Background: an optimization exercise with open tools, aiming at a short achievable clock period and few clock cycles. Do not read the settings as production practice. Function was checked by simulation only, so behaviour that the tests miss may differ from the original. Power and IR drop assume default switching activity.

==> run C: inputs <==
Design mipsPipe, start of the top module:
module mipsPipe (
    input  logic                     clk,
    input  logic                     reset,
    input  logic [32-1:0]   instrF,
    output logic [32-1:0]   pcF,
    output logic                     memWrite,
    output logic [32-1:0]   dataAdr,
    output logic [32-1:0]   writeData
);
    localparam int DW = 32;
    localparam int RW = 5;
    logic [DW-3:0] pcW;           
    logic [DW-3:0] pcPlus1F, targetF;
    logic [5:0]    opF, fnF;
    logic [RW-1:0] rsF, rtF, rdF, dstF;
    logic [15:0]   immF;
    logic          isRF, isAddiF, isLwF, isSwF, isBeqF;
    logic          useAF, useBF, wrF, predF, stallF;
    logic [DW-1:0] rd1F, rd2F;
    logic          wrE, ldE, stE, brE, predE;
    logic [RW-1:0] dstE;
    logic          selAME, selAWE, selBME, selBWE, immSelE;
    logic          opAddE, opSubE, opAndE, opOrE, opSltE;
    logic [DW-1:0] rd1E, rd2E, immE;
    logic [DW-3:0] altE;
    logic          mispE;
    logic          wrM, ldM, stM;
    logic [RW-1:0] dstM;
    logic [DW-1:0] aluOutM, writeDataM, readDataM, resultM, resultW;
    assign pcF = {pcW, 2'b00};
    assign opF  = instrF[31:26];
    assign rsF  = instrF[25:21];
    assign rtF  = instrF[20:16];
  ...
==> module dataMem, before the edit <==
module dataMem (
    input  logic                     clk,
    input  logic                     writeEnable,
    input  logic [$clog2(64)-1:0] wordIndex,
    input  logic [32-1:0]   writeData,
    output logic [32-1:0]   readData
);
    logic [32-1:0] mem [64];
    assign readData = mem[wordIndex];
    always_ff @(posedge clk) begin
        if (writeEnable) begin
            mem[wordIndex] <= writeData;
        end
    end
endmodule
==> module mipsPipe, before the edit <==
module mipsPipe (
    input  logic                     clk,
    input  logic                     reset,
    input  logic [32-1:0]   instrF,
    output logic [32-1:0]   pcF,
    output logic                     memWrite,
    output logic [32-1:0]   dataAdr,
    output logic [32-1:0]   writeData
);
    localparam int DW = 32;
    localparam int RW = 5;
    logic [DW-3:0] pcW;           
    logic [DW-3:0] pcPlus1F, targetF;
    logic [5:0]    opF, fnF;
    logic [RW-1:0] rsF, rtF, rdF, dstF;
    logic [15:0]   immF;
    logic          isRF, isAddiF, isLwF, isSwF, isBeqF;
    logic          useAF, useBF, wrF, predF, stallF;
    logic [DW-1:0] rd1F, rd2F;
    logic          wrE, ldE, stE, brE, predE;
    logic [RW-1:0] dstE;
    logic          selAME, selAWE, selBME, selBWE, immSelE;
    logic          opAddE, opSubE, opAndE, opOrE, opSltE;
    logic [DW-1:0] rd1E, rd2E, immE;
    logic [DW-3:0] altE;
    logic          mispE;
    logic          wrM, ldM, stM;
    logic [RW-1:0] dstM;
    logic [DW-1:0] aluOutM, writeDataM, readDataM, resultM, resultW;
    assign pcF = {pcW, 2'b00};
    assign opF  = instrF[31:26];
    assign rsF  = instrF[25:21];
    assign rtF  = instrF[20:16];
    assign rdF  = instrF[15:11];
    assign fnF  = instrF[5:0];
    assign immF = instrF[15:0];
    assign isRF    = (opF == 6'b000000);
    assign isAddiF = (opF == 6'b001000);
    assign isLwF   = (opF == 6'b100011);
    assign isSwF   = (opF == 6'b101011);
    assign isBeqF  = (opF == 6'b000100);
    assign dstF  = isRF ? rdF : rtF;
    assign wrF   = (isRF | isAddiF | isLwF) && (dstF != '0);
    assign useAF = isRF | isAddiF | isLwF | isSwF | isBeqF;
    assign useBF = isRF | isSwF | isBeqF;
    assign stallF = ldE && ((useAF && rsF == dstE) || (useBF && rtF == dstE));
    assign predF    = isBeqF && (rsF == rtF || immF[15]);
    assign pcPlus1F = pcW + 1'b1;
    assign targetF  = pcPlus1F + {{(DW-18){immF[15]}}, immF};
    always_ff @(posedge clk or posedge reset) begin
        if (reset) begin
            pcW <= '0;
        end else if (mispE) begin
            pcW <= altE;
        end else if (!stallF) begin
            pcW <= predF ? targetF : pcPlus1F;
        end
    end
    regFile regFileInst (
        .clk         (clk),
        .writeEnable (wrM),
        .readAddr1   (rsF),
        .readAddr2   (rtF),
        .writeAddr   (dstM),
        .writeData   (resultM),
        .readData1   (rd1F),
        .readData2   (rd2F)
    );
    logic issueF;
    assign issueF = !mispE && !stallF;
    always_ff @(posedge clk or posedge reset) begin
        if (reset) begin
            wrE  <= 1'b0;
            ldE  <= 1'b0;
            stE  <= 1'b0;
            brE  <= 1'b0;
        end else begin
            wrE  <= issueF & wrF;
            ldE  <= issueF & wrF & isLwF;
            stE  <= issueF & isSwF;
            brE  <= issueF & isBeqF;
        end
    end
    always_ff @(posedge clk) begin
        predE   <= predF;
        dstE    <= dstF;
        altE    <= predF ? pcPlus1F : targetF;
        selAME  <= wrE && dstE == rsF;
        selAWE  <= !(wrE && dstE == rsF) && wrM && dstM == rsF;
        selBME  <= wrE && dstE == rtF;
        selBWE  <= !(wrE && dstE == rtF) && wrM && dstM == rtF;
        immSelE <= !isRF;
        opSubE  <= isRF && fnF == 6'b100010;
        opAndE  <= isRF && fnF == 6'b100100;
        opOrE   <= isRF && fnF == 6'b100101;
        opSltE  <= isRF && fnF == 6'b101010;
        opAddE  <= !(isRF && (fnF == 6'b100010 || fnF == 6'b100100 ||
                              fnF == 6'b100101 || fnF == 6'b101010));
        rd1E    <= rd1F;
        rd2E    <= rd2F;
        immE    <= {{(DW-16){immF[15]}}, immF};
    end
    logic [DW-1:0] srcAE, fwdBE, srcBE, sumE, diffE, aluOutE;
    logic          borrowE, eqE;
    always_comb begin
        srcAE = selAME ? aluOutM : selAWE ? resultW : rd1E;
        fwdBE = selBME ? aluOutM : selBWE ? resultW : rd2E;
    end
    assign srcBE = immSelE ? immE : fwdBE;
    assign sumE  = srcAE + srcBE;
    assign {borrowE, diffE} = {1'b0, srcAE} - {1'b0, srcBE};
    assign eqE   = (srcAE == fwdBE);
    always_comb begin
        aluOutE = ({DW{opAddE}} & sumE)
                | ({DW{opSubE}} & diffE)
                | ({DW{opAndE}} & (srcAE & srcBE))
                | ({DW{opOrE}}  & (srcAE | srcBE))
                | ({DW{opSltE}} & {{(DW-1){1'b0}}, borrowE});
    end
    assign mispE = brE && (eqE != predE);
    always_ff @(posedge clk or posedge reset) begin
        if (reset) begin
            wrM <= 1'b0;
            ldM <= 1'b0;
            stM <= 1'b0;
        end else begin
            wrM <= wrE;
            ldM <= ldE;
            stM <= stE;
        end
    end
    always_ff @(posedge clk) begin
        dstM       <= dstE;
        aluOutM    <= aluOutE;
        writeDataM <= fwdBE;
    end
    assign memWrite  = stM;
    assign dataAdr   = aluOutM;
    assign writeData = writeDataM;
    dataMem dataMemInst (
        .clk         (clk),
        .writeEnable (stM),
        .wordIndex   (aluOutM[$clog2(64)+1:2]),
        .writeData   (writeDataM),
        .readData    (readDataM)
    );
    assign resultM = ldM ? readDataM : aluOutM;
    always_ff @(posedge clk) begin
        resultW <= resultM;
    end
endmodule
export LEC_CHECK = 0
export ABC_CLOCK_PERIOD_IN_PS = 3000
export CAP_MARGIN = 20
export CORE_MARGIN = 2
export CORE_UTILIZATION = 40
export SETUP_SLACK_MARGIN = 5
export SLEW_MARGIN = 20
export TNS_END_PERCENT = 100
create_clock -name core_clock -period 8.0 [get_ports {clk}]
run.sh (not shown) runs the stock make flow with config.mk's settings and CLKGATE_MAP_FILE= SYNTH_SCRIPT=/design/flow/synth_recipe.tcl, a recipe that flattens the netlist after the stock synthesis.
==> inputs of run E, as changes to run C <==
--- a/flow/design.v
+++ b/flow/design.v
@@ -50,5 +50,5 @@
 module dataMem (
     input  logic                     clk,
-    input  logic                     writeEnable,
+    input  logic [64-1:0]  writeEnable,    
     input  logic [$clog2(64)-1:0] wordIndex,
     input  logic [32-1:0]   writeData,
@@ -58,8 +58,40 @@
     assign readData = mem[wordIndex];
     always_ff @(posedge clk) begin
-        if (writeEnable) begin
-            mem[wordIndex] <= writeData;
-        end
-    end
+        for (int k = 0; k < 64; k++) begin
+            if (writeEnable[k]) begin
+                mem[k] <= writeData;
+            end
+        end
+    end
+endmodule
+`timescale 1ns/1ps
+module fastAdd #(
+    parameter int W = 32
+) (
+    input  logic [W-1:0] a,
+    input  logic [W-1:0] b,
+    input  logic [W-1:0] aC,
+    input  logic [W-1:0] bC,
+    input  logic         cin,
+    output logic [W-1:0] sum,
+    output logic         cout
+);
+    localparam int L = $clog2(W);
+    logic [L:0][W-1:0] g, p;
+    assign g[0] = (aC & bC) | {{(W-1){1'b0}}, (aC[0] | bC[0]) & cin};
+    assign p[0] = aC | bC;
+    for (genvar l = 1; l <= L; l++) begin : gLevel
+        for (genvar i = 0; i < W; i++) begin : gBit
+            if (i >= (1 << (l - 1))) begin : gCombine
+                assign g[l][i] = g[l-1][i] | (p[l-1][i] & g[l-1][i - (1 << (l - 1))]);
+                assign p[l][i] = p[l-1][i] & p[l-1][i - (1 << (l - 1))];
+            end else begin : gPass
+                assign g[l][i] = g[l-1][i];
+                assign p[l][i] = p[l-1][i];
+            end
+        end
+    end
+    assign sum  = a ^ b ^ {g[L][W-2:0], cin};
+    assign cout = g[L][W-1];
 endmodule
 `timescale 1ns/1ps
@@ -75,5 +107,7 @@
     localparam int DW = 32;
     localparam int RW = 5;
+    localparam int IW = $clog2(64);
     logic [DW-3:0] pcW;           
+    logic [DW-3:0] pcCopyW;
     logic [DW-3:0] pcPlus1F, targetF;
     logic [5:0]    opF, fnF;
@@ -85,5 +119,5 @@
     logic          wrE, ldE, stE, brE, predE;
     logic [RW-1:0] dstE;
-    logic          selAME, selAWE, selBME, selBWE, immSelE;
+    logic          selAME, selAWE, selARE, selBME, selBWE, selBRE, immSelE;
     logic          opAddE, opSubE, opAndE, opOrE, opSltE;
     logic [DW-1:0] rd1E, rd2E, immE;
@@ -112,5 +146,13 @@
     assign predF    = isBeqF && (rsF == rtF || immF[15]);
     assign pcPlus1F = pcW + 1'b1;
-    assign targetF  = pcPlus1F + {{(DW-18){immF[15]}}, immF};
+    fastAdd #(.W(DW-2)) targetAdd (
+        .a    (pcW),
+        .b    ({{(DW-18){immF[15]}}, immF}),
+        .aC   (pcCopyW),
+        .bC   ({{(DW-18){immF[15]}}, immF}),
+        .cin  (1'b1),
+        .sum  (targetF),
+        .cout ()
+    );
     always_ff @(posedge clk or posedge reset) begin
         if (reset) begin
@@ -120,4 +162,13 @@
         end else if (!stallF) begin
             pcW <= predF ? targetF : pcPlus1F;
+        end
+    end
+    always_ff @(posedge clk) begin
+        if (reset) begin
+            pcCopyW <= '0;
+        end else if (mispE) begin
+            pcCopyW <= altE;
+        end else if (!stallF) begin
+            pcCopyW <= predF ? targetF : pcPlus1F;
         end
     end
@@ -155,4 +206,6 @@
         selBME  <= wrE && dstE == rtF;
         selBWE  <= !(wrE && dstE == rtF) && wrM && dstM == rtF;
+        selARE  <= !(wrE && dstE == rsF) && !(wrM && dstM == rsF);
+        selBRE  <= !(wrE && dstE == rtF) && !(wrM && dstM == rtF);
         immSelE <= !isRF;
         opSubE  <= isRF && fnF == 6'b100010;
@@ -166,21 +219,54 @@
         immE    <= {{(DW-16){immF[15]}}, immF};
     end
-    logic [DW-1:0] srcAE, fwdBE, srcBE, sumE, diffE, aluOutE;
-    logic          borrowE, eqE;
+    logic [DW-1:0] srcAE, fwdBE, srcBE, srcACE, fwdBCE, srcBCE;
+    logic [DW-1:0] sumE, diffE, aluOutE;
+    logic          borrowE, carryE, eqE;
     always_comb begin
-        srcAE = selAME ? aluOutM : selAWE ? resultW : rd1E;
-        fwdBE = selBME ? aluOutM : selBWE ? resultW : rd2E;
-    end
-    assign srcBE = immSelE ? immE : fwdBE;
-    assign sumE  = srcAE + srcBE;
-    assign {borrowE, diffE} = {1'b0, srcAE} - {1'b0, srcBE};
-    assign eqE   = (srcAE == fwdBE);
+        srcAE  = selAME ? aluOutM : selAWE ? resultW : rd1E;
+        fwdBE  = selBME ? aluOutM : selBWE ? resultW : rd2E;
+        srcACE = ({DW{selAME}} & aluOutM) | ({DW{selAWE}} & resultW) | ({DW{selARE}} & rd1E);
+        fwdBCE = ({DW{selBME}} & aluOutM) | ({DW{selBWE}} & resultW) | ({DW{selBRE}} & rd2E);
+    end
+    assign srcBE  = immSelE ? immE : fwdBE;
+    assign srcBCE = ({DW{immSelE}} & immE) | ({DW{!immSelE}} & fwdBCE);
+    assign eqE    = (srcAE == fwdBE);
+    fastAdd #(.W(DW)) sumAdd (
+        .a    (srcAE),
+        .b    (srcBE),
+        .aC   (srcACE),
+        .bC   (srcBCE),
+        .cin  (1'b0),
+        .sum  (sumE),
+        .cout ()
+    );
+    fastAdd #(.W(DW)) diffAdd (
+        .a    (srcAE),
+        .b    (~fwdBE),
+        .aC   (srcACE),
+        .bC   (~fwdBCE),
+        .cin  (1'b1),
+        .sum  (diffE),
+        .cout (carryE)
+    );
+    assign borrowE = ~carryE;    
     always_comb begin
         aluOutE = ({DW{opAddE}} & sumE)
                 | ({DW{opSubE}} & diffE)
-                | ({DW{opAndE}} & (srcAE & srcBE))
-                | ({DW{opOrE}}  & (srcAE | srcBE))
+                | ({DW{opAndE}} & (srcACE & srcBCE))
+                | ({DW{opOrE}}  & (srcACE | srcBCE))
                 | ({DW{opSltE}} & {{(DW-1){1'b0}}, borrowE});
     end
+    logic [7:0] addrLowE;
+    logic [IW-1:0] idxM;
+    logic [64-1:0] weM;
+    fastAdd #(.W(8)) addrAdd (
+        .a    (srcAE[7:0]),
+        .b    (srcBE[7:0]),
+        .aC   (srcACE[7:0]),
+        .bC   (srcBCE[7:0]),
+        .cin  (1'b0),
+        .sum  (addrLowE),
+        .cout ()
+    );
     assign mispE = brE && (eqE != predE);
     always_ff @(posedge clk or posedge reset) begin
@@ -199,4 +285,8 @@
         aluOutM    <= aluOutE;
         writeDataM <= fwdBE;
+        idxM       <= addrLowE[IW+1:2];
+        for (int k = 0; k < 64; k++) begin
+            weM[k] <= stE && addrLowE[IW+1:2] == k[IW-1:0];
+        end
     end
     assign memWrite  = stM;
@@ -205,6 +295,6 @@
     dataMem dataMemInst (
         .clk         (clk),
-        .writeEnable (stM),
-        .wordIndex   (aluOutM[$clog2(64)+1:2]),
+        .writeEnable (weM & {64{stM}}),
+        .wordIndex   (idxM),
         .writeData   (writeDataM),
         .readData    (readDataM)
==> results.txt <==
                                                                                                       run C                    run E
Outcome                                                                              complete, no violations  complete, no violations
Maximum fanout along the worst path                                                                        5                        7
Termination of the worst setup path                                                              aluOutM[31]  regFileInst.regs[1][17]
Initial core utilization                                                                               0.402                    0.402
Clock transition time at the flip-flop clock pins of the worst setup and hold paths                    70 ps                    60 ps
Power drawn by the clock network                                                                     15.9 mW                  16.2 mW
Seq group                                                                                            20.5 mW                  21.1 mW
Switching power                                                                                      17.3 mW                  15.5 mW
Critical register-to-register path startpoint                                                         selBWE                  idxM[5]
Buffer share of cell area                                                                              0.107                    0.118
Clock network fraction of total power                                                                  0.297                    0.320
WHS Endpoint                                                                                             stM                  dstM[3]
Tightest Pin Transition                                                                              1330 ps                  1420 ps
Total of warnings raised by yosys                                                                          3                        4
Sequential cells                                                                                        3304                     3405
Testbench counts of run C, summed over its fixed seeds: cycles 62,712.
Testbench counts of run E, summed over its fixed seeds: cycles 62,712.

[afterwards: timing with drivers on the ports]
Ports are ideal in the flow. The routed layouts listed here were re-timed in OpenROAD.
Step 1, drivers: a clkbuf_16 drives clk and a buf_2 each remaining input, both assumed.
Step 2 also shifts input and output timing later by t, the mid clock arrival at the registers, as if the neighbouring blocks saw the same clock.
a / b / c = ideal / step 1 / step 2; a / b = the first two.
run | t (ns) | setup WS [ns] | worst setup path after step 2
run C | 1.008 | 3.975 / 3.975 / 3.363 | input to register
run E | 1.101 | 3.946 / 3.946 / 3.383 | input to register
After both steps setup and hold are still met in every run listed. The setup slack of run C, which loses most, moves by 0.000 ns with the drivers and by -0.612 ns with both steps.
